Context: an optimization exercise on an open-source flow, tuned for small area, a short achievable clock period and few clock cycles. The choices shown serve that exercise and are no tape-out recipe.
Function was checked by simulation only, so behaviour that the tests miss may differ from the original.
No activity file was given, so power comes from the tool's default toggle rates.

==> flow/design.v <==
module mips_mem_stage (
  input  logic             clk,
  input  logic             rst_n,
  input  logic             req_valid,
  output logic             req_ready,
  input  logic [5:0]       opcode,
  input  logic [31:0]      addr,
  input  logic [31:0]      wdata,
  output logic             resp_valid,
  output logic [31:0]      rdata,
  output logic             addr_err,
  output logic             link_valid,
  output logic [31:0]      link_addr
);
  localparam logic [5:0] OP_SB  = 6'h28;
  localparam logic [5:0] OP_SH  = 6'h29;
  localparam logic [5:0] OP_SW  = 6'h2b;
  localparam logic [5:0] OP_LW  = 6'h23;
  localparam logic [5:0] OP_LBU = 6'h24;
  localparam logic [5:0] OP_LHU = 6'h25;
  localparam logic [5:0] OP_LL  = 6'h30;
  logic [31:0] mem [64];
  logic        is_sb, is_sh, is_sw, is_lw, is_lbu, is_lhu, is_ll;
  logic        mis_h, mis_w;
  logic        st_ok, ld_w, ld_h, ld_b, ll_ok, err;
  logic [3:0]  lane_we;      
  logic [31:0] lane_data;
  logic [3:0]  sel_b0;       
  logic [1:0]  sel_b1;       
  logic        sel_hi;       
  always_comb begin
    is_sb  = (opcode == OP_SB);
    is_sh  = (opcode == OP_SH);
    is_sw  = (opcode == OP_SW);
    is_lw  = (opcode == OP_LW);
    is_lbu = (opcode == OP_LBU);
    is_lhu = (opcode == OP_LHU);
    is_ll  = (opcode == OP_LL);
    mis_h  = addr[0];
    mis_w  = (addr[1:0] != 2'b00);
    st_ok = is_sb || (is_sh && !mis_h) || (is_sw && !mis_w);
    ld_w  = (is_lw || is_ll) && !mis_w;
    ld_h  = is_lhu && !mis_h;
    ld_b  = is_lbu;
    ll_ok = is_ll && !mis_w;
    err   = ((is_sh || is_lhu) && mis_h) || ((is_sw || is_lw || is_ll) && mis_w);
    lane_we = 4'b0000;
    if (is_sw) lane_we = 4'b1111;
    else if (is_sh) lane_we = addr[1] ? 4'b1100 : 4'b0011;
    else if (is_sb) lane_we = 4'b0001 << addr[1:0];
    if (is_sb)      lane_data = {4{wdata[7:0]}};
    else if (is_sh) lane_data = {2{wdata[15:0]}};
    else            lane_data = wdata;
    sel_hi = ld_w;
    sel_b1 = {ld_w || (ld_h && addr[1]), ld_h && !addr[1]};
    sel_b0 = {ld_w || (ld_h && addr[1]) || (ld_b && addr[1:0] == 2'd3),
              ld_b && addr[1:0] == 2'd2,
              (ld_h && !addr[1]) || (ld_b && addr[1:0] == 2'd1),
              ld_b && addr[1:0] == 2'd0};
  end
  always_ff @(posedge clk) begin
    if (req_valid && st_ok) begin
      for (int l = 0; l < 4; l++)
        if (lane_we[l]) mem[addr[7:2]][31-8*l -: 8] <= lane_data[31-8*l -: 8];
    end
  end
  logic        v1;
  logic        err1, ll1, st1, hi1;
  logic [1:0]  b1_1;
  logic [3:0]  b0_1;
  logic [31:2] a1;
  always_ff @(posedge clk or negedge rst_n) begin
    if (!rst_n) v1 <= 1'b0;
    else        v1 <= req_valid;
  end
  always_ff @(posedge clk) begin
    if (req_valid) begin
      err1 <= err;
      ll1  <= ll_ok;
      st1  <= st_ok;
      hi1  <= sel_hi;
      b1_1 <= sel_b1;
      b0_1 <= sel_b0;
      a1   <= addr[31:2];
    end
  end
  logic [31:0] word;
  logic [31:0] rd;
  assign word = mem[a1[7:2]];
  always_comb begin
    rd[31:16] = hi1 ? word[31:16] : 16'h0;
    rd[15:8]  = ({8{b1_1[1]}} & word[15:8]) | ({8{b1_1[0]}} & word[31:24]);
    rd[7:0]   = ({8{b0_1[3]}} & word[7:0])   | ({8{b0_1[2]}} & word[15:8]) |
                ({8{b0_1[1]}} & word[23:16]) | ({8{b0_1[0]}} & word[31:24]);
  end
  logic        resp_q, err_q, lv_q;
  logic [31:0] rdata_q;
  logic [31:2] la_q;
  always_ff @(posedge clk or negedge rst_n) begin
    if (!rst_n) begin
      resp_q <= 1'b0;
      lv_q   <= 1'b0;
      la_q   <= '0;
    end else begin
      resp_q <= v1;
      if (v1) begin
        if (ll1) begin
          lv_q <= 1'b1;
          la_q <= a1;
        end else if (st1 && a1[7:2] == la_q[7:2]) begin
          lv_q <= 1'b0;
        end
      end
    end
  end
  always_ff @(posedge clk) begin
    if (v1) begin
      rdata_q <= rd;
      err_q   <= err1;
    end
  end
  assign req_ready  = 1'b1;
  assign resp_valid = resp_q;
  assign rdata      = rdata_q;
  assign addr_err   = err_q;
  assign link_valid = lv_q;
  assign link_addr  = {la_q, 2'b00};
endmodule
==> flow/run.sh <==
#!/bin/bash
# synth_recipe.tcl (not shown) runs the flow's synth.tcl, then flattens the netlist and writes it again
# the make line also repeats each setting of config.mk as NAME=value (left out here)
make -C /OpenROAD-flow-scripts/flow DESIGN_CONFIG=/design/flow/config.mk WORK_HOME=/design/flow/orfs CLKGATE_MAP_FILE= SYNTH_SCRIPT=/design/flow/synth_recipe.tcl finish
==> flow/config.mk <==
export PLATFORM = sky130hd
export DESIGN_NAME = mips_mem_stage
export DESIGN_NICKNAME = mips_mem_stage
export VERILOG_FILES = /design/flow/design.v
export SDC_FILE = /design/flow/constraint.sdc
export NUM_CORES = 4
export LEC_CHECK = 0
export CAP_MARGIN = 20
export CORE_MARGIN = 2
export CORE_UTILIZATION = 40
export SLEW_MARGIN = 20
==> flow/constraint.sdc <==
create_clock -name core_clock -period 5.5 [get_ports {clk}]
set_input_delay 1.1000 -clock core_clock [delete_from_list [all_inputs] [get_ports {clk}]]
set_output_delay 1.1000 -clock core_clock [all_outputs]
set_load 0.01 [all_outputs]
==> impl_metrics.py, run 1 <==
metrics = {
    "critical_path": {
        "worst-endpoint-required_ns": 6.11,
        "crit_path_max_fanout": 28,
        "kind_of_launch_point_of_the_worst_setup_path": "flop",
        "timing.critical_path.arrival_ns": 4.85,
        "criticalPathCategory": "reg2reg",
        "end_kind": "flop",
    },
    "clocking": {
        "clk_root_buffer_cell": "clkbuf_16",
        "cts_hold_buffers": 0,
        "post_cts_resized": 0,
        "clock-sinks": 2160,
        "clk_transition_reported_paths_ns": 0.06,
        "clock_insertion_delay_worst_skew_ns": 0.88,
        "cts_setup_buffers": 0,
        "cts_made_buffers": 212,
        "tritoncts": "done",
        "htree_levels": 4,
        "cts_max_path_buffers": 3,
    },
    "routing": {
        "drt-vias-per-instance": 6.03,
        "first_iter_violations": 7330,
        "detailedRoute.firstPassIterationCount": 11,
        "dr_total_vias": 45700,
        "postRouteWirelength_um": 269000,
        "drcViolationCount": 0,
        "route.antenna.remaining_nets": 0,
        "routedWlPerCell_um": 35.5,
    },
    "placed_design": {
        "post-place-cells": 7165,
        "finalWeightedCongestion": 1.02,
        "placement.cell_area_mm2": 0.0909,
        "place.port_buffers": 137,
        "placed_wire_length_estimate_um": 178000,
    },
    "timing": {
        "setup_violations_final": 0,
        "tightestPinTransition_ns": 1.22,
        "final_cycle_share": 0.770,
        "unrepaired_setup_endpoints_after_global_routing": "false",
        "fmax_ghz": 0.236,
        "slew_violations": 0,
        "fin_tns_setup_ns": 0,
        "timing.max_slew.rel_slack": 0.181,
        "period_minus_slack_ns": 4.24,
        "finalHoldViolations": 0,
        "finClkSkew_ns": 0.0550,
    },
    "grt": {
        "antenna_found_initial": 17,
        "maximum_number_of_pins_on_one_net_before_global_route_repair": 83,
        "grt_use_total": 0.247,
        "first_global_vias": 44200,
        "gr-total-overflow": 0,
        "grt_first_pass_wirelength_um": 367000,
    },
    "run": {
        "drv.max_cap_violation_count": 0,
    },
    "pwr": {
        "vdd.ir_drop.worst_mv": 0.364,
        "pwr_dens_mw_per_mm2": 369,
        "power.total_w": 0.0362,
        "leakage_nw": 31.1,
    },
    "cells_and_area": {
        "multi_input_comb_area_mm2": 0.0185,
        "layout-area-overhead-vs-synth_pct": 16.0,
        "net_total_in_the_final_layout": 4647,
        "finish.utilization": 0.467,
        "layout-drive-gt1-share": 0.258,
        "final_cells": 7575,
        "fill_cells": 17400,
        "stdcell_area_mm2": 0.0979,
        "layout.area.seq_mm2": 0.0647,
    },
    "synth": {
        "synth-warning-count": 1,
        "synth_area_leader_cell": "edfxtp_1",
        "post-synth-top-area-fraction": 0.755,
        "mappedNetlistArea_mm2": 0.0844,
        "post-synth-top-count-cell": "edfxtp_1",
        "postSynthRegisterBits": 2160,
        "count_of_mapped_cells_out_of_synthesis": 4115,
        "synthTopCellsByArea": "edfxtp_1 (75%), mux4_2 (12%), mux2i_1 (2.0%)",
        "synth.top_cells.by_count": "edfxtp_1 (2121), mux4_2 (452), nor2_1 (307)",
        "synth-edff-count": 2121,
        "post_synth.cell_area_avg_um2": 20.5,
        "synthFlopType": "edfxtp_1",
        "ys_seq_area_frac": 0.766,
        "yosys.cell_types.count": 80,
        "asyncSetResetFlopFracSynth": 0.0153,
    },
    "floorplan": {
        "die_area_mm2": 0.215,
        "core-area_mm2": 0.210,
        "dieWidth_um": 463,
        "io_pins": 141,
        "floorplan.die.height_um": 463,
        "row_count": 168,
        "initial_core_util": 0.403,
    },
    "min_path": {
        "worstHoldPathType": "reg2reg",
    },
    "run_status": {
        "run_status": "finished clean",
    },
}
[flip-flops by register name, indices dropped and copies added (netlist names), 2 cells and up, named ones only]
signal and count:
a1 30, b0_1 4, b1_1 2, la_q 30, mem 2048, rdata_q 32
[stage by stage]
stage / setup slack, ns / hold WS, ns
6_report: 1.26 / 0.419
5_1_grt: 1.11 / 0.426
4_1_cts: 1.22 / 0.422
3_5_place_dp: 0.885 / 0.406
3_3_place_gp: 0.917 / 0.413
2_1_floorplan: 0.875 / 0.400
[layout by cell type (no fill, tap or decap), drive strengths merged, types with 33 or more instances in the layout]
cell / synthesis / final
buf: 153 / 356
clkdlybuf4s50: 0 / 128
mux2i: 165 / 165
clkbuf: 87 / 268
o22ai: 64 / 64
nand3: 42 / 42
dfrtp: 33 / 33
mux2: 72 / 72
edfxtp: 2121 / 2121
clkinv: 3 / 99
a22oi: 63 / 63
mux4: 464 / 464
nand2: 159 / 159
nor2: 308 / 308
a21oi: 52 / 52
[layout make-up]
type | instances | share of cell area
Clock inverter | 131 | 0.0143
Inverter | 14 | 0.000550
Multi-Input combinational cell | 1702 | 0.189
Antenna cell | 11 | 0.000281
Tap cell | 2805 | 0.0359
Timing Repair Buffer | 484 | 0.0426
Sequential cell | 2160 | 0.660
Clock buffer | 268 | 0.0571
[kinds of logic (layout without fill, tap and decap cells)]
kind of cell | after synthesis | in the layout | share of synthesized area
buffers and inverters | 254 | 897 | 0.0167
other | 2 | 14 | 0.0000890
xor gates and xnor gates | 7 | 7 | 0.000727
DFF | 2160 | 2160 | 0.766
AOI/OAI and AO/OA | 337 | 337 | 0.0284
and+or+nand+nor | 654 | 654 | 0.0344
muxes | 701 | 701 | 0.154
[per-layer routing]
layer / part of all wire / track usage
met1: 0.37 / 0.321
met2: 0.47 / 0.386
met3: 0.11 / 0.0700
met4: 0.054 / 0.117
met5: 0.00015 / 0
[final timing paths]
check,startpoint,end,slack [ns],cells past startpoint
worst max-delay path,flop,rdata_q[5]$_DFFE_PP_,1.26,8
worst min-delay path,err1$_DFFE_PP_,err_q$_DFFE_PP_,0.42,0
worst max register to register,flop,rdata_q[5]$_DFFE_PP_,1.26,8
worst min register to register,err1$_DFFE_PP_,err_q$_DFFE_PP_,0.42,0
max in group asynchronous,rst_n,la_q[11]$_DFFE_PN0P_,4.50,2
min in group asynchronous,rst_n,la_q[21]$_DFFE_PN0P_,0.65,2
[critical path: stages, from the launching register on]
cell      delay (ns)
dfxtp_4         0.96
buf_4           0.52
buf_4           0.31
mux4_2          0.58
a22oi_1         0.20
a31oi_1         0.16
a211oi_1        0.61
o21ai_0         0.28
a221o_1         0.31
[power by group]
| group | internal [W] | switching (W) | total [W] |
|---|---|---|---|
| clock network | 0.00822 | 0.00637 | 0.0146 |
| registers | 0.0182 | 0.000118 | 0.0183 |
| logic | 0.00117 | 0.00208 | 0.00325 |
| total | 0.0276 | 0.00857 | 0.0362 |
Testbench counts, summed over its fixed seeds: cycles 24,016.
==> inputs of run 2 (changes only) <==
--- a/flow/design.v
+++ b/flow/design.v
@@ -70,4 +70,5 @@
   logic [3:0]  b0_1;
   logic [31:2] a1;
+  logic [63:0] wsel;         
   always_ff @(posedge clk or negedge rst_n) begin
     if (!rst_n) v1 <= 1'b0;
@@ -75,5 +76,5 @@
   end
   always_ff @(posedge clk) begin
-    if (req_valid) begin
+    begin
       err1 <= err;
       ll1  <= ll_ok;
@@ -83,9 +84,22 @@
       b0_1 <= sel_b0;
       a1   <= addr[31:2];
+      for (int w = 0; w < 64; w++) wsel[w] <= (addr[7:2] == w[5:0]);
     end
   end
+  logic [31:0] rd;
   logic [31:0] word;
-  logic [31:0] rd;
-  assign word = mem[a1[7:2]];
+  for (genvar b = 0; b < 32; b++) begin : g_rd
+    logic [7:0]  p;     
+    logic [3:0]  q;     
+    for (genvar k = 0; k < 8; k++) begin : g_n4
+      mm_sel8 u_n (.d({mem[8*k+7][b], mem[8*k+6][b], mem[8*k+5][b], mem[8*k+4][b],
+                       mem[8*k+3][b], mem[8*k+2][b], mem[8*k+1][b], mem[8*k][b]}),
+                   .s(wsel[8*k +: 8]), .y(p[k]));
+    end
+    for (genvar k = 0; k < 4; k++) begin : g_o2
+      mm_nor2 u_q (.a(p[2*k]), .b(p[2*k+1]), .y(q[k]));
+    end
+    mm_nand4 u_w (.a(q[0]), .b(q[1]), .c(q[2]), .d(q[3]), .y(word[b]));
+  end
   always_comb begin
     rd[31:16] = hi1 ? word[31:16] : 16'h0;
@@ -115,8 +129,6 @@
   end
   always_ff @(posedge clk) begin
-    if (v1) begin
-      rdata_q <= rd;
-      err_q   <= err1;
-    end
+    rdata_q <= rd;
+    err_q   <= err1;
   end
   assign req_ready  = 1'b1;
@@ -127,2 +139,16 @@
   assign link_addr  = {la_q, 2'b00};
 endmodule
+module mm_sel8 (input logic [7:0] d, input logic [7:0] s, output logic y);
+  logic [3:0] g;
+  assign g[0] = !((d[0] && s[0]) || (d[1] && s[1]));
+  assign g[1] = !((d[2] && s[2]) || (d[3] && s[3]));
+  assign g[2] = !((d[4] && s[4]) || (d[5] && s[5]));
+  assign g[3] = !((d[6] && s[6]) || (d[7] && s[7]));
+  assign y = !(g[0] && g[1] && g[2] && g[3]);
+endmodule
+module mm_nand4 (input logic a, b, c, d, output logic y);
+  assign y = !(a && b && c && d);
+endmodule
+module mm_nor2 (input logic a, b, output logic y);
+  assign y = !(a || b);
+endmodule
--- a/flow/config.mk
+++ b/flow/config.mk
@@ -9,3 +9,8 @@
 export CORE_MARGIN = 2
 export CORE_UTILIZATION = 40
+export CTS_CLUSTER_DIAMETER = 80
+export CTS_CLUSTER_SIZE = 24
+export SETUP_SLACK_MARGIN = 3.0
 export SLEW_MARGIN = 20
+export SYNTH_HIERARCHICAL = 1
+export SYNTH_MINIMUM_KEEP_SIZE = 0
==> impl_metrics.py, run 2 <==
metrics = {
    "clocking": {
        "htree_levels": 3,
        "cts_made_buffers": 112,
        "clock_insertion_delay_worst_skew_ns": 0.81,
        "clk_root_buffer_cell": "clkbuf_16",
        "tritoncts": "done",
        "clk_transition_reported_paths_ns": 0.09,
        "cts_max_path_buffers": 3,
        "cts_hold_buffers": 0,
        "clock-sinks": 2218,
    },
    "cells_and_area": {
        "fill_cells": 16000,
        "finish.utilization": 0.483,
        "layout-area-overhead-vs-synth_pct": 20.1,
        "layout-drive-gt1-share": 0.222,
        "stdcell_area_mm2": 0.0944,
        "mostFrequentLayoutCell": "edfxtp_1",
        "layout.cells.most_common_list": "edfxtp_1 (2048), a22oi_1 (1028), nand4_1 (288)",
        "net_total_in_the_final_layout": 4955,
        "largest_register_ffs": 2048,
    },
    "timing": {
        "final_cycle_share": 0.471,
        "tightestPinTransition_ns": 1.04,
        "finalHoldViolations": 0,
        "unrepaired_setup_endpoints_after_global_routing": "true",
        "slew_violations": 0,
        "fmax_ghz": 0.386,
        "period_minus_slack_ns": 2.59,
        "setup_violations_final": 0,
        "fin_tns_setup_ns": 0,
        "timing.max_slew.rel_slack": 0.303,
        "finClkSkew_ns": 0.0937,
    },
    "floorplan": {
        "floorplan.die.height_um": 447,
        "io_pins": 141,
        "core-area_mm2": 0.195,
        "die_area_mm2": 0.200,
        "row_count": 162,
        "initial_core_util": 0.403,
        "dieWidth_um": 447,
    },
    "critical_path": {
        "cell_count_of_the_worst_reg_to_reg_path": 7,
        "worst-endpoint-required_ns": 5.99,
        "timing.critical_path.arrival_ns": 3.08,
        "reg2reg_slack_ns": 2.94,
        "cpMaxStageDelayCell": "nand2b_2",
        "criticalPathCategory": "in2reg",
        "critPathTopFamily": "simple AND/OR/NAND/NOR gates",
        "critPathBufInv": 3,
        "r2r_start": "wsel[50]$_DFF_P_",
        "worstPathCellList": "clkdlybuf4s15_2, nand2b_2, nor3_2, buf_4, nand2_2, nor3_2, buf_4",
        "kind_of_launch_point_of_the_worst_setup_path": "input port",
        "critical_path.startpoint": "addr[6]",
        "r2r-end": "rdata_q[0]$_DFF_P_",
        "crit_path_max_fanout": 8,
        "end_kind": "flop",
        "max_stage_delay_ns": 0.35,
        "endpoint": "mem[33][6]$_DFFE_PP_",
        "timing.critical_path.depth": 7,
    },
    "run_status": {
        "run_status": "finished clean",
    },
    "placed_design": {
        "finalWeightedCongestion": 0.927,
        "placement.cell_area_mm2": 0.0861,
        "place.port_buffers": 137,
        "placed_wire_length_estimate_um": 155000,
    },
    "synth": {
        "count_of_mapped_cells_out_of_synthesis": 4321,
        "yosys.cell_types.count": 43,
        "synth.top_cells.by_count": "edfxtp_1 (2048), a22oi_1 (1040), nand4_1 (288)",
        "synthTopCellsByArea": "edfxtp_1 (78%), a22oi_1 (9.9%), dfxtp_1 (3.5%)",
        "synth_area_leader_cell": "edfxtp_1",
        "post-synth-top-area-fraction": 0.782,
        "asyncSetResetFlopFracSynth": 0.0149,
        "synth-warning-count": 7,
        "post_synth.cell_area_avg_um2": 18.2,
        "mappedNetlistArea_mm2": 0.0786,
        "post-synth-top-count-cell": "edfxtp_1",
        "synth-edff-count": 2048,
        "postSynthRegisterBits": 2218,
        "ys_seq_area_frac": 0.828,
        "synthFlopType": "edfxtp_1",
    },
    "pwr": {
        "cell_internal_pwr_w": 0.0229,
        "net_switching_power_figure_w": 0.00653,
        "power_frac_comb": 0.046,
        "vdd.ir_drop.worst_mv": 0.283,
        "pwr_dens_mw_per_mm2": 312,
        "pwr-share-seq": 0.627,
        "netSwitchingFraction": 0.222,
        "power.share.clock": 0.327,
        "leakage_nw": 31.1,
    },
    "routing": {
        "postRouteWirelength_um": 247000,
        "dr_total_vias": 46000,
        "first_iter_violations": 7431,
        "routedWlPerCell_um": 32.4,
        "route.antenna.remaining_nets": 0,
        "detailedRoute.firstPassIterationCount": 6,
        "drcViolationCount": 0,
        "drt-vias-per-instance": 6.04,
    },
    "grt": {
        "maximum_number_of_pins_on_one_net_before_global_route_repair": 65,
        "antenna_found_initial": 21,
        "grt_first_pass_wirelength_um": 333000,
        "grt_use_total": 0.237,
        "first_global_vias": 43300,
        "gr-total-overflow": 0,
    },
    "min_path": {
        "worstHoldPathType": "reg2reg",
        "hold-path-cell-count": 0,
    },
    "run": {
        "drv.max_cap_violation_count": 0,
    },
}
[run 2: timing repair]
action | 4_1_cts | 5_1_grt
pin swaps | 150 | 56
cloned | 21 | 16
endpoints found under the setup margin | 3694 | 1804
resized for setup | 616 | 80
setup buffers | 169 | 27
[run 2: area by class of cell]
| type | count | area [um^2] | share of cell area |
|---|---|---|---|
| diodes | 10 | 25.0 | 0.000265 |
| inverters | 66 | 248 | 0.00263 |
| repair buffers | 494 | 5220 | 0.0553 |
| flip-flops and latches | 2218 | 65200 | 0.691 |
| multi-input cells | 1990 | 16800 | 0.178 |
| well taps | 2624 | 3280 | 0.0348 |
| clock inverters | 27 | 435 | 0.00461 |
| clock buffers | 182 | 3160 | 0.0335 |
[run 2: stage by stage]
stage,hold slack (ns),power (W),std cells,setup WS (ns)
after floorplan,0.310,0.0193,4322,2.59
after global placement,0.320,0.0200,7159,1.21
after detailed placement,0.327,0.0200,7159,1.13
after CTS,0.350,0.0295,7558,2.91
after global routing,0.358,0.0302,7607,2.91
final,0.343,0.0295,7611,2.91
[run 2: per-layer routing]
metal | up-vias | GRT usage | wire length [um]
met1 | 23700 | 0.334 | 98000
met4 | 6 | 0.0901 | 11000
li1 | 19300 | - | -
met3 | 380 | 0.0436 | 25400
met5 | - | 0 | 42
met2 | 2599 | 0.368 | 112000
[run 2: Yosys stat by module, one instance, submodules excluded]
module	cell area [um^2]	flip-flops and latches
mm_nor2	3.75	0
mips_mem_stage	68600	2218
mm_nand4	6.26	0
mm_sel8	36.3	0
[run 2: power groups by stage]
stage          combinational, W  sequential [W]  clock (W)
2_1_floorplan          0.000406          0.0189          0
3_3_place_gp            0.00110          0.0189          0
3_5_place_dp            0.00111          0.0189          0
4_1_cts                 0.00128          0.0185    0.00974
5_1_grt                 0.00138          0.0185     0.0103
6_report                0.00136          0.0185    0.00963
[run 2: worst min-delay path by stage]
stage | startpoint | endpoint | slack [ns]
finish | err1$_DFF_P_ | err_q$_DFF_P_ | 0.34
global route | err1$_DFF_P_ | err_q$_DFF_P_ | 0.36
CTS | err1$_DFF_P_ | err_q$_DFF_P_ | 0.35
detailed placement | err1$_DFF_P_ | err_q$_DFF_P_ | 0.33
global placement | err1$_DFF_P_ | err_q$_DFF_P_ | 0.32
floorplan | err1$_DFF_P_ | err_q$_DFF_P_ | 0.31
[run 2: cell families after synthesis]
| group | after synthesis | share of synthesized area |
|---|---|---|
| AO/OA/AOI/OAI | 1070 | 0.102 |
| buffers and inverters | 142 | 0.00807 |
| AND/OR/NAND/NOR | 827 | 0.0535 |
| multiplexers | 55 | 0.00774 |
| XOR/XNOR | 7 | 0.000780 |
| other | 2 | 0.0000955 |
| flip-flops | 2218 | 0.828 |
Testbench counts of run 2, summed over its fixed seeds: cycles 24,016.
==> inputs of run 3 (changes only) <==
--- a/flow/design.v
+++ b/flow/design.v
@@ -59,10 +59,4 @@
               ld_b && addr[1:0] == 2'd0};
   end
-  always_ff @(posedge clk) begin
-    if (req_valid && st_ok) begin
-      for (int l = 0; l < 4; l++)
-        if (lane_we[l]) mem[addr[7:2]][31-8*l -: 8] <= lane_data[31-8*l -: 8];
-    end
-  end
   logic        v1;
   logic        err1, ll1, st1, hi1;
@@ -71,4 +65,6 @@
   logic [31:2] a1;
   logic [63:0] wsel;         
+  logic [3:0]  lwe1;         
+  logic [31:0] wd1;          
   always_ff @(posedge clk or negedge rst_n) begin
     if (!rst_n) v1 <= 1'b0;
@@ -84,6 +80,13 @@
       b0_1 <= sel_b0;
       a1   <= addr[31:2];
+      lwe1 <= st_ok ? lane_we : 4'b0000;
+      wd1  <= lane_data;
       for (int w = 0; w < 64; w++) wsel[w] <= (addr[7:2] == w[5:0]);
     end
+  end
+  always_ff @(posedge clk) begin
+    for (int w = 0; w < 64; w++)
+      for (int l = 0; l < 4; l++)
+        if (v1 && wsel[w] && lwe1[l]) mem[w][31-8*l -: 8] <= wd1[31-8*l -: 8];
   end
   logic [31:0] rd;
==> impl_metrics.py, run 3 <==
metrics = {
    "timing": {
        "setup_violations_final": 0,
        "fmax_ghz": 0.402,
        "finalHoldViolations": 0,
        "slew_violations": 0,
        "final_cycle_share": 0.452,
        "tightestPinTransition_ns": 0.969,
        "setup_ws_ns": 3.01,
        "timing.max_slew.rel_slack": 0.352,
        "finClkSkew_ns": 0.0390,
        "unrepaired_setup_endpoints_after_global_routing": "true",
        "period_minus_slack_ns": 2.49,
        "fin_tns_setup_ns": 0,
    },
    "clocking": {
        "clk_transition_reported_paths_ns": 0.09,
        "tritoncts": "done",
        "clk_root_buffer_cell": "clkbuf_16",
        "clock_insertion_delay_worst_skew_ns": 0.77,
        "clock-sinks": 2254,
        "cts_made_buffers": 108,
        "htree_levels": 3,
        "cts_max_path_buffers": 3,
    },
    "critical_path": {
        "worstPathCellList": "clkdlybuf4s50_1, nand2b_1, nor2_1",
        "cell_count_of_the_worst_reg_to_reg_path": 7,
        "worst-endpoint-required_ns": 6.11,
        "end_kind": "flop",
        "criticalPathCategory": "in2reg",
        "r2r-end": "rdata_q[5]$_DFF_P_",
        "timing.critical_path.arrival_ns": 3.09,
        "cpMaxStageDelayCell": "clkdlybuf4s50_1",
        "crit_path_max_fanout": 16,
        "reg2reg_slack_ns": 3.02,
        "kind_of_launch_point_of_the_worst_setup_path": "input port",
        "max_stage_delay_ns": 0.88,
        "r2r_start": "wsel[29]$_DFF_P_",
    },
    "cells_and_area": {
        "layout.area.seq_mm2": 0.0659,
        "final_cells": 7328,
        "net_total_in_the_final_layout": 4668,
        "fill_cells": 17100,
        "mostFrequentLayoutCell": "edfxtp_1",
        "finish.utilization": 0.447,
        "multi_input_comb_area_mm2": 0.0134,
        "largest_register_ffs": 2048,
        "layout.cells.most_common_list": "edfxtp_1 (2048), a22oi_1 (1036), nand4_1 (289)",
        "layout-area-overhead-vs-synth_pct": 10.9,
        "layout-drive-gt1-share": 0.0941,
    },
    "placed_design": {
        "place.port_buffers": 137,
        "placed_wire_length_estimate_um": 130000,
        "post-place-cells": 7094,
        "finalWeightedCongestion": 0.880,
        "placement.setup.worst_slack_ns": 2.27,
    },
    "floorplan": {
        "io_pins": 141,
        "die_area_mm2": 0.202,
        "floorplan.die.height_um": 450,
        "row_count": 163,
        "core-area_mm2": 0.197,
        "initial_core_util": 0.403,
        "dieWidth_um": 450,
    },
    "routing": {
        "first_iter_violations": 4330,
        "dr_total_vias": 42500,
        "routedWlPerCell_um": 27.0,
        "route.antenna.remaining_nets": 0,
        "drt-vias-per-instance": 5.80,
        "postRouteWirelength_um": 198000,
        "detailedRoute.firstPassIterationCount": 5,
        "drcViolationCount": 0,
    },
    "min_path": {
        "worstHoldPathType": "reg2reg",
        "worstHoldStart": "err1$_DFF_P_",
        "hold-path-cell-count": 0,
        "hold_path_end": "err_q$_DFF_P_",
    },
    "pwr": {
        "power.total_w": 0.0289,
        "leakage_nw": 27.8,
        "vdd.ir_drop.worst_mv": 0.263,
        "pwr_dens_mw_per_mm2": 328,
    },
    "synth": {
        "asyncSetResetFlopFracSynth": 0.0146,
        "synthTopCellsByArea": "edfxtp_1 (77%), a22oi_1 (9.8%), dfxtp_1 (4.4%)",
        "yosys.cell_types.count": 47,
        "post-synth-top-count-cell": "edfxtp_1",
        "mappedNetlistArea_mm2": 0.0795,
        "synth_area_leader_cell": "edfxtp_1",
        "postSynthRegisterBits": 2254,
        "post_synth.cell_area_avg_um2": 18.5,
        "ys_seq_area_frac": 0.827,
        "count_of_mapped_cells_out_of_synthesis": 4299,
        "synth-edff-count": 2048,
        "post-synth-top-area-fraction": 0.773,
        "synth.top_cells.by_count": "edfxtp_1 (2048), a22oi_1 (1040), nand4_1 (289)",
        "synth-warning-count": 8,
        "synthFlopType": "edfxtp_1",
    },
    "grt": {
        "first_global_vias": 41700,
        "antenna_found_initial": 4,
        "maximum_number_of_pins_on_one_net_before_global_route_repair": 147,
        "grt.met1_usage": 0.255,
        "grt_use_total": 0.190,
        "grt_first_pass_wirelength_um": 289000,
        "gr-total-overflow": 0,
        "grt_util_met2": 0.316,
        "busiest_layer": "met2",
        "globalRouteMet3Util": 0.0247,
    },
    "run": {
        "drv.max_cap_violation_count": 0,
    },
    "run_status": {
        "run_status": "finished clean",
    },
}
run 3: what timing repair did:
action,CTS,global route
buffers inserted,28,2
gates resized for setup,249,9
endpoints found under the setup margin,128,14
pin swaps,15,1
hold buffers,0,0
run 3: worst max-delay path by stage:
stage,start,endpoint,slack (ns),cells after the start
CTS,rdata_q[3]$_DFF_P_,rdata[3],2.82,1
finish,addr[7],wsel[35]$_DFF_P_,3.01,3
detailed placement,addr[7],wsel[35]$_DFF_P_,2.27,3
global placement,addr[7],wsel[34]$_DFF_P_,2.24,3
global route,la_q[5]$_DFFE_PN0P_,link_addr[5],2.98,1
floorplan,opcode[2],wd1[10]$_DFF_P_,3.39,5
run 3: per-layer routing:
| layer | part of all wire | routed length [um] |
|---|---|---|
| met5 | 0.000061 | 12 |
| met4 | 0.042 | 8260 |
| met3 | 0.059 | 11700 |
| met2 | 0.49 | 96600 |
| met1 | 0.41 | 81200 |
run 3: per-stage QoR:
step,instance area [um^2],hold WS [ns]
after floorplan,79500,0.310
after global placement,84600,0.313
after detailed placement,84600,0.322
after CTS,88100,0.344
after global routing,88200,0.345
final,88200,0.339
run 3: critical path: cells and delay by family:
| kind | cells | cell delay [ns] |
|---|---|---|
| buffers and inverters | 1 | 0.88 |
| and+or+nand+nor | 2 | 1.11 |
run 3: area by class of cell:
cell class                      count  area share
Sequential cell                  2254       0.747
Multi-Input combinational cell   1958       0.152
Tap cell                         2640      0.0375
Clock buffer                      186      0.0359
Timing Repair Buffer              269      0.0252
Clock inverter                     16     0.00204
Inverter                            4    0.000170
Antenna cell                        1   0.0000284
run 3: power by group:
group,switching [W],internal [W]
Sequential,0.0000817,0.0187
Clock,0.00520,0.00400
Combinational,0.000692,0.000239
run 3: cells by family after synthesis:
logic type / count (synthesis) / share of synthesized area
other: 2 / 0.0000944
flip-flops: 2254 / 0.827
XOR/XNOR: 7 / 0.000771
buffers and inverters: 88 / 0.00485
multiplexers: 55 / 0.00823
AND/OR/NAND/NOR: 825 / 0.0581
AO/OA/AOI/OAI: 1068 / 0.101
run 3: modules after synthesis (local to each module, per instance):
module          area [um^2]  flip-flops and latches  cells
mm_nand4               6.26                       0      1
mips_mem_stage        69600                    2254   2859
mm_sel8                36.3                       0      5
mm_nor2                3.75                       0      1
Testbench counts of run 3, summed over its fixed seeds: cycles 24,016.
==> inputs of run 4 (changes only) <==
--- a/flow/design.v
+++ b/flow/design.v
@@ -63,8 +63,12 @@
   logic [1:0]  b1_1;
   logic [3:0]  b0_1;
-  logic [31:2] a1;
+  logic [7:2]  a1;
   logic [63:0] wsel;         
-  logic [3:0]  lwe1;         
-  logic [31:0] wd1;          
+  logic [3:0]  lwe1_n;       
+  logic [31:0] x1;           
+  always_ff @(posedge clk or negedge rst_n) begin
+    if (!rst_n) lwe1_n <= 4'b1111;
+    else        lwe1_n <= (req_valid && st_ok) ? ~lane_we : 4'b1111;
+  end
   always_ff @(posedge clk or negedge rst_n) begin
     if (!rst_n) v1 <= 1'b0;
@@ -79,8 +83,15 @@
       b1_1 <= sel_b1;
       b0_1 <= sel_b0;
-      a1   <= addr[31:2];
-      lwe1 <= st_ok ? lane_we : 4'b0000;
-      wd1  <= lane_data;
+      a1   <= addr[7:2];
+      x1   <= {is_ll ? addr[31:8] : lane_data[31:8], lane_data[7:0]};
       for (int w = 0; w < 64; w++) wsel[w] <= (addr[7:2] == w[5:0]);
+    end
+  end
+  logic [63:0] wsel_n;
+  logic [3:0]  we [64];
+  assign wsel_n = ~wsel;
+  for (genvar w = 0; w < 64; w++) begin : g_we
+    for (genvar l = 0; l < 4; l++) begin : g_l
+      mm_nor2 u_we (.a(wsel_n[w]), .b(lwe1_n[l]), .y(we[w][l]));
     end
   end
@@ -88,5 +99,5 @@
     for (int w = 0; w < 64; w++)
       for (int l = 0; l < 4; l++)
-        if (v1 && wsel[w] && lwe1[l]) mem[w][31-8*l -: 8] <= wd1[31-8*l -: 8];
+        if (we[w][l]) mem[w][31-8*l -: 8] <= x1[31-8*l -: 8];
   end
   logic [31:0] rd;
@@ -103,5 +114,5 @@
       mm_nor2 u_q (.a(p[2*k]), .b(p[2*k+1]), .y(q[k]));
     end
-    mm_nand4 u_w (.a(q[0]), .b(q[1]), .c(q[2]), .d(q[3]), .y(word[b]));
+    assign word[b] = !(&q);
   end
   always_comb begin
@@ -124,6 +135,6 @@
         if (ll1) begin
           lv_q <= 1'b1;
-          la_q <= a1;
-        end else if (st1 && a1[7:2] == la_q[7:2]) begin
+          la_q <= {x1[31:8], a1};
+        end else if (st1 && a1 == la_q[7:2]) begin
           lv_q <= 1'b0;
         end
==> impl_metrics.py, run 4 <==
metrics = {
    "run_status": {
        "run_status": "finished clean",
    },
    "synth": {
        "asyncSetResetFlopFracSynth": 0.0166,
        "synth.top_cells.by_count": "edfxtp_1 (2048), a22oi_1 (1040), nor2_1 (455)",
        "synth-warning-count": 10,
        "synthTopCellsByArea": "edfxtp_1 (78%), a22oi_1 (9.9%), dfxtp_1 (3.7%)",
        "synth_area_leader_cell": "edfxtp_1",
        "synth-edff-count": 2048,
        "mappedNetlistArea_mm2": 0.0787,
        "synthFlopType": "edfxtp_1",
        "count_of_mapped_cells_out_of_synthesis": 4357,
        "postSynthRegisterBits": 2230,
        "yosys.cell_types.count": 50,
        "ys_seq_area_frac": 0.830,
        "post-synth-top-area-fraction": 0.781,
        "post_synth.cell_area_avg_um2": 18.1,
        "post-synth-top-count-cell": "edfxtp_1",
    },
    "clocking": {
        "tritoncts": "done",
        "cts_hold_buffers": 0,
        "clock_insertion_delay_worst_skew_ns": 0.78,
        "cts_made_buffers": 107,
        "clock-sinks": 2230,
        "htree_levels": 3,
        "cts_max_path_buffers": 3,
        "clk_root_buffer_cell": "clkbuf_16",
        "clk_transition_reported_paths_ns": 0.09,
    },
    "grt": {
        "antenna_found_initial": 12,
        "grt_use_total": 0.219,
        "first_global_vias": 42000,
        "maximum_number_of_pins_on_one_net_before_global_route_repair": 66,
        "grt_first_pass_wirelength_um": 314000,
        "gr-total-overflow": 0,
    },
    "placed_design": {
        "finalWeightedCongestion": 0.903,
        "placement.setup.worst_slack_ns": 2.15,
        "placed_wire_length_estimate_um": 145000,
        "post-place-cells": 7182,
        "placement.cell_area_mm2": 0.0840,
        "place.port_buffers": 137,
    },
    "routing": {
        "drt-vias-per-instance": 5.92,
        "drcViolationCount": 0,
        "first_iter_violations": 5683,
        "routedWlPerCell_um": 30.1,
        "route.antenna.remaining_nets": 0,
        "detailedRoute.firstPassIterationCount": 9,
        "dr_total_vias": 43800,
        "postRouteWirelength_um": 222000,
    },
    "cells_and_area": {
        "layout.cells.most_common_list": "edfxtp_1 (2048), a22oi_1 (1036), nor2_1 (403)",
        "largest_register_ffs": 2048,
        "mostFrequentLayoutCell": "edfxtp_1",
        "fill_cells": 16700,
        "final_cells": 7396,
        "layout-area-overhead-vs-synth_pct": 11.1,
        "layout-drive-gt1-share": 0.0989,
        "stdcell_area_mm2": 0.0875,
        "net_total_in_the_final_layout": 4748,
    },
    "critical_path": {
        "cpMaxStageDelayCell": "dfxtp_1",
        "critical_path.startpoint": "wsel[35]$_DFF_P_",
        "critPathBufInv": 1,
        "r2r_start": "wsel[35]$_DFF_P_",
        "critical-path-top-cell-by-count": "nand4_1",
        "criticalPathCategory": "reg2reg",
        "worstPathCellList": "buf_4, a22oi_1, nand4_1, nor2_4, nand4_1, a22oi_2, nand2_1",
        "kind_of_launch_point_of_the_worst_setup_path": "flop",
        "worst-endpoint-required_ns": 6.15,
        "max_stage_delay_ns": 0.51,
        "critPathTopFamily": "simple AND/OR/NAND/NOR gates",
        "timing.critical_path.arrival_ns": 3.18,
        "end_kind": "flop",
        "crit_path_max_fanout": 22,
    },
    "pwr": {
        "leakage_nw": 26.2,
        "cell_internal_pwr_w": 0.0228,
        "netSwitchingFraction": 0.210,
        "power.share.clock": 0.320,
        "vdd.ir_drop.worst_mv": 0.237,
        "power_frac_comb": 0.031,
        "pwr_dens_mw_per_mm2": 329,
        "net_switching_power_figure_w": 0.00606,
        "pwr-share-seq": 0.650,
    },
    "timing": {
        "unrepaired_setup_endpoints_after_global_routing": "true",
        "finalHoldViolations": 0,
        "setup_ws_ns": 2.97,
        "final_cycle_share": 0.461,
        "slew_violations": 0,
        "setup_violations_final": 0,
        "timing.max_slew.rel_slack": 0.275,
        "period_minus_slack_ns": 2.53,
        "hold-worst-slack_ns": 0.417,
        "tightestPinTransition_ns": 1.08,
        "finClkSkew_ns": 0.0545,
        "fmax_ghz": 0.395,
        "fin_tns_setup_ns": 0,
    },
    "floorplan": {
        "row_count": 162,
        "floorplan.die.height_um": 448,
        "core-area_mm2": 0.195,
        "die_area_mm2": 0.200,
        "dieWidth_um": 448,
        "io_pins": 141,
        "initial_core_util": 0.403,
    },
    "run": {
        "drv.max_cap_violation_count": 0,
    },
    "min_path": {
        "worstHoldPathType": "in2async",
    },
}
run 4: cell types whose count changed after synthesis, sizes merged, moves of 15 or more:
cell,change
clkbuf,-47
a31oi,+15
nand3,+19
mux2,-17
and3,-230
dfxtp,-28
inv,+62
nor2,+255
run 4: layout make-up:
class                      count  area, um^2  share of cell area
inverter                      67         251             0.00287
sequential                  2230       65500               0.748
clock buffer                 169        3010              0.0344
antenna                       21        52.6            0.000600
timing repair buffer         247        1930              0.0221
multi-input combinational   2022       13200               0.151
clock inverter                16         295             0.00337
tap                         2624        3280              0.0375
run 4: repair_timing:
action,in CTS,in global routing
setup endpoints to repair,131,94
pin swaps,2,10
buffers inserted,7,1
gates resized for setup,331,33
run 4: stage by stage:
stage / utilization / total power [W]
2_1_floorplan: - / 0.0194
3_3_place_gp: 0.430 / 0.0200
3_5_place_dp: 0.430 / 0.0200
4_1_cts: 0.448 / 0.0289
5_1_grt: 0.448 / 0.0295
6_report: 0.448 / 0.0288
run 4: logic make-up after synthesis:
logic type	share of synthesized area
other	0.0000954
AO/OA/AOI/OAI	0.105
multiplexers	0.00442
flip-flops	0.830
AND/OR/NAND/NOR	0.0545
XOR/XNOR	0.000779
buffers and inverters	0.00589
run 4: worst register-to-register path: stages, from the launching register on:
cell     delay [ns]
dfxtp_1        0.51
buf_4          0.34
a22oi_1        0.26
nand4_1        0.28
nor2_4         0.32
nand4_1        0.22
a22oi_2        0.40
nand2_1        0.08
run 4: path summary, 6_finish.rpt:
check / to / slack (ns) / cells after the start
setup / recovery: rdata_q[6]$_DFF_P_ / 2.97 / 7
hold / removal: la_q[24]$_DFFE_PN0P_ / 0.42 / 2
setup reg to reg: rdata_q[6]$_DFF_P_ / 2.97 / 7
hold reg to reg: resp_q$_DFF_PN0_ / 0.48 / 0
max in group asynchronous: la_q[7]$_DFFE_PN0P_ / 4.60 / 2
min in group core_clock: resp_q$_DFF_PN0_ / 0.48 / 0
run 4: power groups by stage:
| stage | clock network [W] | logic [W] | registers [W] |
|---|---|---|---|
| floorplan | 0 | 0.000212 | 0.0191 |
| global placement | 0 | 0.000850 | 0.0191 |
| detailed placement | 0 | 0.000864 | 0.0191 |
| CTS | 0.00934 | 0.000868 | 0.0187 |
| global route | 0.00989 | 0.000920 | 0.0187 |
| finish | 0.00922 | 0.000884 | 0.0187 |
run 4: per-layer routing:
| metal | up-vias | GRT usage | part of all wire |
|---|---|---|---|
| met1 | 23000 | 0.302 | 0.41 |
| met5 | - | 0 | 0.000040 |
| met4 | 2 | 0.0877 | 0.042 |
| met3 | 254 | 0.0306 | 0.076 |
| met2 | 1860 | 0.353 | 0.48 |
| li1 | 18700 | - | - |
run 4: modules after synthesis, one instance, submodules excluded:
module / copies in the design / area [um^2] / cells
mips_mem_stage: 1 / 68000 / 2693
mm_nor2: 384 / 3.75 / 1
mm_sel8: 256 / 36.3 / 5
Testbench counts of run 4, summed over its fixed seeds: cycles 24,016.
==> inputs of run 5 (changes only) <==
--- a/flow/config.mk
+++ b/flow/config.mk
@@ -8,8 +8,8 @@
 export CAP_MARGIN = 20
 export CORE_MARGIN = 2
-export CORE_UTILIZATION = 40
+export CORE_UTILIZATION = 55
 export CTS_CLUSTER_DIAMETER = 80
 export CTS_CLUSTER_SIZE = 24
-export SETUP_SLACK_MARGIN = 3.0
+export SETUP_SLACK_MARGIN = 3.1
 export SLEW_MARGIN = 20
 export SYNTH_HIERARCHICAL = 1
==> impl_metrics.py, run 5 <==
metrics = {
    "run_status": {
        "run_status": "finished clean",
    },
    "routing": {
        "drt-vias-per-instance": 6.68,
        "postRouteWirelength_um": 223000,
        "routedWlPerCell_um": 33.7,
        "dr_total_vias": 44300,
        "drcViolationCount": 0,
        "detailedRoute.firstPassIterationCount": 5,
        "route.antenna.remaining_nets": 0,
        "first_iter_violations": 5939,
    },
    "timing": {
        "fmax_ghz": 0.408,
        "tightestPinTransition_ns": 1.09,
        "timing.max_slew.rel_slack": 0.269,
        "finalHoldViolations": 0,
        "finClkSkew_ns": 0.0352,
        "setup_violations_final": 0,
        "fin_tns_setup_ns": 0,
        "final_cycle_share": 0.445,
        "unrepaired_setup_endpoints_after_global_routing": "true",
        "period_minus_slack_ns": 2.45,
        "slew_violations": 0,
    },
    "critical_path": {
        "worstPathCellList": "buf_2",
        "end_kind": "primary output",
        "timing.critical_path.arrival_ns": 1.35,
        "worst-endpoint-required_ns": 4.40,
        "reg2reg_slack_ns": 3.10,
        "critPathTopFamily": "flip-flops",
        "kind_of_launch_point_of_the_worst_setup_path": "flop",
        "r2r-end": "rdata_q[7]$_DFF_P_",
        "max_stage_delay_ns": 0.43,
        "criticalPathCategory": "reg2out",
        "critPathBufInv": 1,
        "r2r_start": "wsel[51]$_DFF_P_",
        "cell_count_of_the_worst_reg_to_reg_path": 7,
        "crit_path_max_fanout": 2,
        "cpMaxStageDelayCell": "dfrtp_1",
    },
    "run": {
        "drv.max_cap_violation_count": 0,
    },
    "grt": {
        "maximum_number_of_pins_on_one_net_before_global_route_repair": 66,
        "antenna_found_initial": 4,
        "grt_use_total": 0.303,
        "grt_first_pass_wirelength_um": 314000,
        "gr-total-overflow": 0,
        "first_global_vias": 41700,
    },
    "clocking": {
        "cts_max_path_buffers": 3,
        "cts_made_buffers": 108,
        "clock-sinks": 2230,
        "tritoncts": "done",
        "clock_insertion_delay_worst_skew_ns": 0.77,
        "clk_root_buffer_cell": "clkbuf_16",
        "htree_levels": 3,
        "clk_transition_reported_paths_ns": 0.10,
    },
    "cells_and_area": {
        "largest_register_ffs": 2048,
        "layout.cells.most_common_list": "edfxtp_1 (2048), a22oi_1 (1037), nor2_1 (389)",
        "finish.utilization": 0.611,
        "mostFrequentLayoutCell": "edfxtp_1",
        "net_total_in_the_final_layout": 4740,
        "fill_cells": 10400,
        "layout-area-overhead-vs-synth_pct": 10.1,
        "layout-drive-gt1-share": 0.103,
    },
    "placed_design": {
        "finalWeightedCongestion": 0.912,
        "placed_wire_length_estimate_um": 139000,
        "place.port_buffers": 137,
    },
    "synth": {
        "asyncSetResetFlopFracSynth": 0.0166,
        "synthTopCellsByArea": "edfxtp_1 (78%), a22oi_1 (9.9%), dfxtp_1 (3.7%)",
        "yosys.cell_types.count": 50,
        "synth-edff-count": 2048,
        "post-synth-top-area-fraction": 0.781,
        "synth_area_leader_cell": "edfxtp_1",
        "ys_seq_area_frac": 0.830,
        "postSynthRegisterBits": 2230,
        "count_of_mapped_cells_out_of_synthesis": 4357,
        "synthFlopType": "edfxtp_1",
        "post-synth-top-count-cell": "edfxtp_1",
        "synth-warning-count": 10,
        "mappedNetlistArea_mm2": 0.0787,
        "post_synth.cell_area_avg_um2": 18.1,
        "synth.top_cells.by_count": "edfxtp_1 (2048), a22oi_1 (1040), nor2_1 (455)",
    },
    "pwr": {
        "vdd.ir_drop.worst_mv": 0.289,
        "leakage_nw": 26.2,
        "pwr_dens_mw_per_mm2": 333,
    },
    "min_path": {
        "hold-path-cell-count": 0,
        "hold_path_end": "err_q$_DFF_P_",
        "worstHoldPathType": "reg2reg",
        "worstHoldStart": "err1$_DFF_P_",
    },
    "floorplan": {
        "core-area_mm2": 0.142,
        "io_pins": 141,
        "initial_core_util": 0.555,
        "die_area_mm2": 0.146,
        "row_count": 138,
        "floorplan.die.height_um": 382,
        "dieWidth_um": 382,
    },
}
==> run 5: cell types whose count changed in the layout (fill, tap and decap cells not counted), moves of 5 or more <==
cell,before,now
nor2_2,38,53
diode_2,21,5
buf_6,0,29
dfxtp_4,24,15
buf_2,53,26
dlygate4sd2_1,5,0
dfxtp_1,70,79
nor2_1,403,389
clkdlybuf4s15_2,5,0
clkbuf_1,55,42
inv_6,0,9
==> run 5: worst register-to-register path, cell delays in order (launching register included) <==
cell and delay (ns):
dfxtp_1 0.31, buf_4 0.25, a22oi_1 0.32, nand4_1 0.30
nor2_1 0.44, nand4_1 0.32, a22oi_1 0.25, nand2_1 0.10
==> run 5: routing by layer <==
layer  up-vias  GRT usage  wire length, um
met4         0     0.0734             5240
li1      18700          -                -
met2      2290      0.462           103000
met1     23100      0.463            94000
met5         -          0                0
met3       222     0.0489            21600
==> run 5: power by group <==
group	switching, W	internal, W
Clock	0.00523	0.00402
Combinational	0.000653	0.000207
Sequential	0.000196	0.0186
==> run 5: worst max-delay path by stage <==
stage,startpoint,to,cells after the start
after floorplan,opcode[0],x1[24]$_DFF_P_,4
after global placement,opcode[1],x1[9]$_DFF_P_,4
after detailed placement,opcode[1],x1[14]$_DFF_P_,4
after CTS,rdata_q[10]$_DFF_P_,rdata[10],1
after global routing,la_q[7]$_DFFE_PN0P_,link_addr[7],1
final,la_q[6]$_DFFE_PN0P_,link_addr[6],1
==> run 5: area by class of cell <==
type                            count  area (um^2)  area share
Tap cell                         1890         2360      0.0273
Antenna cell                        5         12.5    0.000144
Clock buffer                      156         2990      0.0345
Inverter                           67          251     0.00290
Clock inverter                     28          320     0.00370
Multi-Input combinational cell   2022        13200       0.153
Sequential cell                  2230        65500       0.755
Timing Repair Buffer              238         2030      0.0234
==> run 5: timing repair <==
item	in CTS	in global routing
setup buffers	3	4
pin swaps	0	5
hold endpoints to repair	0	0
setup endpoints to repair	280	122
resized for setup	382	62
hold buffers	0	0
==> run 5: per-stage QoR <==
stage	worst slack (ns)	hold WS [ns]	power, W	area [um^2]	std cells
after floorplan	3.36	0.310	0.0194	78700	4358
final	3.05	0.340	0.0289	86700	6636
after global routing	3.04	0.354	0.0296	86700	6631
after global placement	2.08	0.330	0.0200	83100	6440
after CTS	2.88	0.343	0.0289	86400	6627
after detailed placement	2.24	0.336	0.0200	83100	6440
==> run 5: modules after synthesis, one instance, submodules excluded <==
module	flip-flops and latches	cells	area [um^2]	copies in the design
mips_mem_stage	2230	2693	68000	1
mm_nor2	0	1	3.75	384
mm_sel8	0	5	36.3	256
==> run 5: cells by family (layout without fill, tap and decap cells) <==
group           Yosys count  count (layout)  synth area share
xor+xnor                  7               7          0.000779
mux                      31              31           0.00442
flops                  2230            2230             0.830
compound gates         1102            1102             0.105
buf+inv                 106             489           0.00589
simple gates            879             879            0.0545
other cells               2               8         0.0000954
==> inputs of run 6 (changes only) <==
--- a/flow/config.mk
+++ b/flow/config.mk
@@ -8,5 +8,5 @@
 export CAP_MARGIN = 20
 export CORE_MARGIN = 2
-export CORE_UTILIZATION = 55
+export CORE_UTILIZATION = 62
 export CTS_CLUSTER_DIAMETER = 80
 export CTS_CLUSTER_SIZE = 24
==> impl_metrics.py, run 6 <==
metrics = {
    "critical_path": {
        "kind_of_launch_point_of_the_worst_setup_path": "flop",
        "cpMaxStageDelayCell": "a22oi_2",
        "critPathTopFamily": "simple AND/OR/NAND/NOR gates",
        "timing.critical_path.arrival_ns": 3.14,
        "criticalPathCategory": "reg2reg",
        "end_kind": "flop",
        "worstPathCellList": "buf_4, a22oi_1, nand4_1, nor2_4, nand4_1, a22oi_2, nand2_1",
        "crit_path_max_fanout": 33,
        "critical-path-top-cell-by-count": "nand4_1",
        "max_stage_delay_ns": 0.43,
        "critPathBufInv": 1,
        "worst-endpoint-required_ns": 6.13,
    },
    "grt": {
        "maximum_number_of_pins_on_one_net_before_global_route_repair": 66,
        "first_global_vias": 41700,
        "gr-total-overflow": 0,
        "antenna_found_initial": 6,
        "grt_first_pass_wirelength_um": 308000,
        "grt_use_total": 0.334,
    },
    "synth": {
        "asyncSetResetFlopFracSynth": 0.0166,
        "mappedNetlistArea_mm2": 0.0787,
        "synth-warning-count": 10,
        "post_synth.cell_area_avg_um2": 18.1,
        "synth-edff-count": 2048,
        "synthFlopType": "edfxtp_1",
        "count_of_mapped_cells_out_of_synthesis": 4357,
        "synth_area_leader_cell": "edfxtp_1",
        "yosys.cell_types.count": 50,
        "synth.top_cells.by_count": "edfxtp_1 (2048), a22oi_1 (1040), nor2_1 (455)",
        "postSynthRegisterBits": 2230,
        "post-synth-top-count-cell": "edfxtp_1",
        "synthTopCellsByArea": "edfxtp_1 (78%), a22oi_1 (9.9%), dfxtp_1 (3.7%)",
        "post-synth-top-area-fraction": 0.781,
        "ys_seq_area_frac": 0.830,
    },
    "clocking": {
        "clk_transition_reported_paths_ns": 0.09,
        "clk_root_buffer_cell": "clkbuf_16",
        "cts_max_path_buffers": 3,
        "cts_made_buffers": 105,
        "clock-sinks": 2230,
        "htree_levels": 3,
        "cts_hold_buffers": 0,
        "tritoncts": "done",
        "clock_insertion_delay_worst_skew_ns": 0.76,
    },
    "routing": {
        "detailedRoute.firstPassIterationCount": 9,
        "drcViolationCount": 0,
        "route.antenna.remaining_nets": 0,
        "routedWlPerCell_um": 33.9,
        "postRouteWirelength_um": 217000,
        "dr_total_vias": 44400,
        "drt-vias-per-instance": 6.92,
        "first_iter_violations": 7036,
    },
    "timing": {
        "tightestPinTransition_ns": 1.06,
        "final_cycle_share": 0.457,
        "finClkSkew_ns": 0.0260,
        "unrepaired_setup_endpoints_after_global_routing": "true",
        "fin_tns_setup_ns": 0,
        "setup_ws_ns": 2.99,
        "setup_violations_final": 0,
        "fmax_ghz": 0.398,
        "period_minus_slack_ns": 2.51,
        "slew_violations": 0,
        "timing.max_slew.rel_slack": 0.289,
        "finalHoldViolations": 0,
    },
    "pwr": {
        "power.total_w": 0.0286,
        "cell_internal_pwr_w": 0.0227,
        "power.share.clock": 0.315,
        "vdd.ir_drop.worst_mv": 0.309,
        "leakage_nw": 26.2,
        "pwr_dens_mw_per_mm2": 332,
        "power_frac_comb": 0.029,
        "pwr-share-seq": 0.655,
        "net_switching_power_figure_w": 0.00594,
        "netSwitchingFraction": 0.207,
    },
    "cells_and_area": {
        "mostFrequentLayoutCell": "edfxtp_1",
        "multi_input_comb_area_mm2": 0.0133,
        "layout-drive-gt1-share": 0.105,
        "layout.area.seq_mm2": 0.0655,
        "layout.cells.most_common_list": "edfxtp_1 (2048), a22oi_1 (1036), nor2_1 (375)",
        "net_total_in_the_final_layout": 4746,
        "layout-area-overhead-vs-synth_pct": 9.66,
        "finish.utilization": 0.686,
        "largest_register_ffs": 2048,
        "fill_cells": 8380,
    },
    "floorplan": {
        "dieWidth_um": 360,
        "row_count": 130,
        "die_area_mm2": 0.130,
        "core-area_mm2": 0.126,
        "io_pins": 141,
        "initial_core_util": 0.625,
        "floorplan.die.height_um": 360,
    },
    "run_status": {
        "run_status": "finished clean",
    },
    "placed_design": {
        "finalWeightedCongestion": 0.919,
        "placement.setup.worst_slack_ns": 2.25,
        "placed_wire_length_estimate_um": 139000,
        "place.port_buffers": 137,
    },
    "run": {
        "drv.max_cap_violation_count": 0,
    },
    "min_path": {
        "worstHoldPathType": "reg2reg",
    },
}
-- run 6: cell counts after synthesis --
Identical to the previous run, type by type.
-- run 6: power groups by stage --
stage                     Combinational (W)  Sequential (W)  Clock [W]
after floorplan                    0.000212          0.0191          0
after global placement             0.000793          0.0192          0
after detailed placement           0.000805          0.0192          0
after CTS                          0.000815          0.0188    0.00909
after global routing               0.000870          0.0188    0.00964
final                              0.000841          0.0188    0.00903
-- run 6: metal layers --
layer / share of wire / vias to the layer above / routed length, um / global-route usage
met3: 0.11 / 248 / 23600 / 0.0585
li1: - / 18700 / - / -
met2: 0.46 / 2562 / 99700 / 0.504
met5: 0.000069 / - / 15 / 0
met4: 0.027 / 2 / 5950 / 0.0829
met1: 0.41 / 22900 / 88100 / 0.515
-- run 6: area by class of cell --
cell class                      count  area share
Multi-Input combinational cell   2022       0.154
Clock buffer                      183      0.0354
Sequential cell                  2230       0.758
Inverter                           67     0.00291
Timing Repair Buffer              247      0.0237
Tap cell                         1650      0.0239
Antenna cell                        3   0.0000869
Clock inverter                     14     0.00171
-- run 6: final timing paths --
check,startpoint,end,slack (ns),depth (start not counted)
max,wsel[55]$_DFF_P_,rdata_q[1]$_DFF_P_,2.99,7
min,err1$_DFF_P_,err_q$_DFF_P_,0.41,0
max reg2reg,wsel[55]$_DFF_P_,rdata_q[1]$_DFF_P_,2.99,7
min reg2reg,err1$_DFF_P_,err_q$_DFF_P_,0.41,0
max in group asynchronous,rst_n,la_q[8]$_DFFE_PN0P_,4.45,1
min in group asynchronous,rst_n,la_q[16]$_DFFE_PN0P_,0.47,1
-- run 6: cell families after synthesis --
family | Yosys count | share of synthesized area
mux | 31 | 0.00442
simple gates | 879 | 0.0545
flops | 2230 | 0.830
buf+inv | 106 | 0.00589
xor+xnor | 7 | 0.000779
other cells | 2 | 0.0000954
compound gates | 1102 | 0.105
-- run 6: worst register-to-register path: stages, from the launching register on --
cell and delay, ns:
dfxtp_1 0.31, buf_4 0.25, a22oi_1 0.37, nand4_1 0.31, nor2_4 0.32, nand4_1 0.30, a22oi_2 0.43, nand2_1 0.10
-- run 6: modules after synthesis, one instance, submodules excluded --
module | copies in the design | flip-flops and latches | cell area, um^2 | cells inside
mm_sel8 | 256 | 0 | 36.3 | 5
mips_mem_stage | 1 | 2230 | 68000 | 2693
mm_nor2 | 384 | 0 | 3.75 | 1
-- run 6: through the flow --
| step | hold slack, ns | area [um^2] | cells |
|---|---|---|---|
| 3_5_place_dp | 0.384 | 82800 | 6208 |
| 4_1_cts | 0.400 | 86200 | 6410 |
| 2_1_floorplan | 0.310 | 78700 | 4358 |
| 6_report | 0.406 | 86400 | 6416 |
| 3_3_place_gp | 0.396 | 82800 | 6208 |
| 5_1_grt | 0.407 | 86300 | 6413 |
-- run 6: timing repair --
action,in CTS,in global routing
setup endpoints to repair,374,279
endpoints found under the hold margin,0,0
resized for setup,416,43
pin swaps,0,6
buffers inserted,5,3
==> inputs of run 7 (changes only) <==
--- a/flow/config.mk
+++ b/flow/config.mk
@@ -8,8 +8,8 @@
 export CAP_MARGIN = 20
 export CORE_MARGIN = 2
-export CORE_UTILIZATION = 62
+export CORE_UTILIZATION = 70
 export CTS_CLUSTER_DIAMETER = 80
 export CTS_CLUSTER_SIZE = 24
-export SETUP_SLACK_MARGIN = 3.1
+export SETUP_SLACK_MARGIN = 3.2
 export SLEW_MARGIN = 20
 export SYNTH_HIERARCHICAL = 1
==> impl_metrics.py, run 7 <==
metrics = {
    "min_path": {
        "worstHoldPathType": "reg2reg",
    },
    "cells_and_area": {
        "mostFrequentLayoutCell": "edfxtp_1",
        "largest_register_ffs": 2048,
        "stdcell_area_mm2": 0.0861,
        "layout.cells.most_common_list": "edfxtp_1 (2048), a22oi_1 (1033), nor2_1 (363)",
        "layout-area-overhead-vs-synth_pct": 9.34,
        "net_total_in_the_final_layout": 4738,
        "layout-drive-gt1-share": 0.110,
        "finish.utilization": 0.768,
    },
    "placed_design": {
        "placement.setup.worst_slack_ns": 2.12,
        "placement.cell_area_mm2": 0.0826,
        "placed_wire_length_estimate_um": 133000,
        "finalWeightedCongestion": 0.957,
        "place.port_buffers": 137,
    },
    "synth": {
        "synthFlopType": "edfxtp_1",
        "asyncSetResetFlopFracSynth": 0.0166,
        "count_of_mapped_cells_out_of_synthesis": 4357,
        "synth_adder_area_share": 0,
        "post-synth-top-count-cell": "edfxtp_1",
        "yosys-mux-area-fraction": 0.00442,
        "postSynthRegisterBits": 2230,
        "synth_top_family_by_area": "compound AO/OA/AOI/OAI gates",
        "synth-edff-count": 2048,
        "synth_simple_gate_area_frac": 0.0545,
        "synthTopCellsByArea": "edfxtp_1 (78%), a22oi_1 (9.9%), dfxtp_1 (3.7%)",
        "yosys.cell_types.count": 50,
        "synth-warning-count": 10,
        "post_synth_xor_area_fraction": 0.000779,
        "ys_seq_area_frac": 0.830,
        "mappedNetlistArea_mm2": 0.0787,
        "compound_cell_area_share_of_the_yosys_netlist": 0.105,
        "post-synth-top-area-fraction": 0.781,
        "post_synth.cell_area_avg_um2": 18.1,
        "synth_area_leader_cell": "edfxtp_1",
        "synth.top_cells.by_count": "edfxtp_1 (2048), a22oi_1 (1040), nor2_1 (455)",
    },
    "timing": {
        "slew_violations": 0,
        "unrepaired_setup_endpoints_after_global_routing": "true",
        "period_minus_slack_ns": 2.42,
        "timing.max_slew.rel_slack": 0.310,
        "final_cycle_share": 0.440,
        "fin_tns_setup_ns": 0,
        "tightestPinTransition_ns": 1.03,
        "setup_violations_final": 0,
        "finalHoldViolations": 0,
        "setup_ws_ns": 3.08,
        "finClkSkew_ns": 0.0398,
        "fmax_ghz": 0.414,
    },
    "clocking": {
        "clk_transition_reported_paths_ns": 0.10,
        "htree_levels": 3,
        "cts_made_buffers": 103,
        "cts_max_path_buffers": 3,
        "tritoncts": "done",
        "clk_root_buffer_cell": "clkbuf_16",
        "clock_insertion_delay_worst_skew_ns": 0.74,
        "clock-sinks": 2230,
    },
    "floorplan": {
        "dieWidth_um": 339,
        "die_area_mm2": 0.115,
        "row_count": 123,
        "floorplan.die.height_um": 339,
        "io_pins": 141,
        "initial_core_util": 0.703,
        "core-area_mm2": 0.112,
    },
    "pwr": {
        "vdd.ir_drop.worst_mv": 0.289,
        "pwr-share-seq": 0.663,
        "power.share.clock": 0.304,
        "net_switching_power_figure_w": 0.00574,
        "power.total_w": 0.0282,
        "netSwitchingFraction": 0.204,
        "pwr_dens_mw_per_mm2": 327,
        "leakage_nw": 26.1,
        "power_frac_comb": 0.033,
        "cell_internal_pwr_w": 0.0224,
    },
    "critical_path": {
        "timing.critical_path.arrival_ns": 1.32,
        "worst-endpoint-required_ns": 4.40,
        "end_kind": "primary output",
        "kind_of_launch_point_of_the_worst_setup_path": "flop",
        "crit_path_max_fanout": 2,
        "critPathBufInv": 1,
        "cpMaxStageDelayCell": "dfrtp_2",
        "critPathTopFamily": "flip-flops",
        "criticalPathCategory": "reg2out",
        "max_stage_delay_ns": 0.46,
        "worstPathCellList": "clkbuf_2",
    },
    "routing": {
        "drcViolationCount": 0,
        "route.antenna.remaining_nets": 0,
        "drt-vias-per-instance": 7.18,
        "postRouteWirelength_um": 212000,
        "dr_total_vias": 44700,
        "routedWlPerCell_um": 34.0,
        "detailedRoute.firstPassIterationCount": 6,
        "first_iter_violations": 6819,
    },
    "run": {
        "drv.max_cap_violation_count": 0,
    },
    "run_status": {
        "run_status": "finished clean",
    },
    "grt": {
        "grt_first_pass_wirelength_um": 299000,
        "maximum_number_of_pins_on_one_net_before_global_route_repair": 66,
        "antenna_found_initial": 8,
        "first_global_vias": 42000,
        "gr-total-overflow": 0,
        "grt_use_total": 0.368,
    },
}
-- run 7: power by group through the flow --
stage,combinational [W],clock [W],sequential [W]
2_1_floorplan,0.000212,0,0.0191
3_3_place_gp,0.000858,0,0.0191
3_5_place_dp,0.000873,0,0.0191
4_1_cts,0.000890,0.00858,0.0187
5_1_grt,0.000955,0.00917,0.0187
6_report,0.000930,0.00857,0.0187
-- run 7: worst paths after layout --
path,startpoint,end,slack [ns],cells after the start
max in group asynchronous,rst_n,la_q[7]$_DFFE_PN0P_,4.34,1
worst min-delay path,err1$_DFF_P_,err_q$_DFF_P_,0.39,0
min in group asynchronous,rst_n,la_q[20]$_DFFE_PN0P_,0.48,1
worst max-delay path,la_q[7]$_DFFE_PN0P_,link_addr[7],3.08,1
worst max register to register,wsel[16]$_DFF_P_,rdata_q[6]$_DFF_P_,3.10,7
worst min register to register,err1$_DFF_P_,err_q$_DFF_P_,0.39,0
-- run 7: kinds of logic (layout without fill, tap and decap cells) --
family,Yosys count,count (layout)
AOI/OAI and AO/OA,1102,1102
xor gates and xnor gates,7,7
buffers and inverters,106,471
DFF,2230,2230
muxes,31,31
other,2,10
and+or+nand+nor,879,879
-- run 7: layout make-up --
class / count / area, um^2
sequential: 2230 / 65500
fill: 6369 / 25900
multi-input combinational: 2022 / 13400
clock buffer: 158 / 2910
timing repair buffer: 241 / 2090
tap: 1500 / 1880
inverter: 67 / 251
clock inverter: 5 / 55.1
antenna: 7 / 17.5
-- run 7: modules after synthesis, one instance, submodules excluded --
module          flip-flops and latches  times used
mips_mem_stage                    2230           1
mm_nor2                              0         384
mm_sel8                              0         256
-- run 7: layer usage --
metal	part of all wire	GRT usage
met2	0.46	0.557
met4	0.041	0.128
met3	0.13	0.0909
met1	0.36	0.536
met5	0.00016	0
-- run 7: timing repair --
| action | in CTS | in global routing |
|---|---|---|
| buffers inserted | 6 | 1 |
| endpoints found under the setup margin | 462 | 205 |
| gates resized for setup | 481 | 61 |
| hold buffers | 0 | 0 |
| gates cloned | 0 | 0 |
| hold endpoints to repair | 0 | 0 |
| pin swaps | 1 | 6 |
-- run 7: through the flow --
step / std cells / hold slack (ns)
floorplan: 4358 / 0.310
global placement: 6053 / 0.380
detailed placement: 6053 / 0.373
CTS: 6222 / 0.389
global route: 6223 / 0.389
finish: 6230 / 0.393

[port drivers added, routing unchanged]
The flow's constraints put no driver on any port. The routed layouts listed below were extracted and timed again, unchanged, in two steps. Step 1 sets driving cells, clkbuf_16 on the clock port and buf_2 on the other inputs (assumed; they add their load-dependent delay and slew). Step 2 also shifts input and output timing later by t, the mid clock arrival at the registers, as if the neighbouring blocks saw the same clock. a / b / c = no drivers / after step 1 / after step 2; a / b = the first two.
| run | t, ns | setup WS [ns] | slew at the worst register clock pin (ns) |
|---|---|---|---|
| run 1 | 0.949 | 1.264 / 1.264 / 0.784 | 0.07 / 0.07 |
| run 2 | 0.839 | 2.910 / 2.864 / 2.025 | 0.10 / 0.10 |
| run 3 | 0.834 | 3.012 / 2.935 / 2.239 | 0.10 / 0.10 |
| run 4 | 0.834 | 2.966 / 2.966 / 2.365 | 0.10 / 0.10 |
| run 5 | 0.843 | 3.051 / 2.959 / 2.490 | 0.10 / 0.10 |
| run 6 | 0.829 | 2.986 / 2.986 / 2.383 | 0.10 / 0.10 |
| run 7 | 0.807 | 3.082 / 2.998 / 2.517 | 0.10 / 0.10 |
After both steps setup and hold are still met in every run listed. For run 2, which loses most, drivers alone change the setup slack by -0.046 ns; drivers and shift together by -0.885 ns.
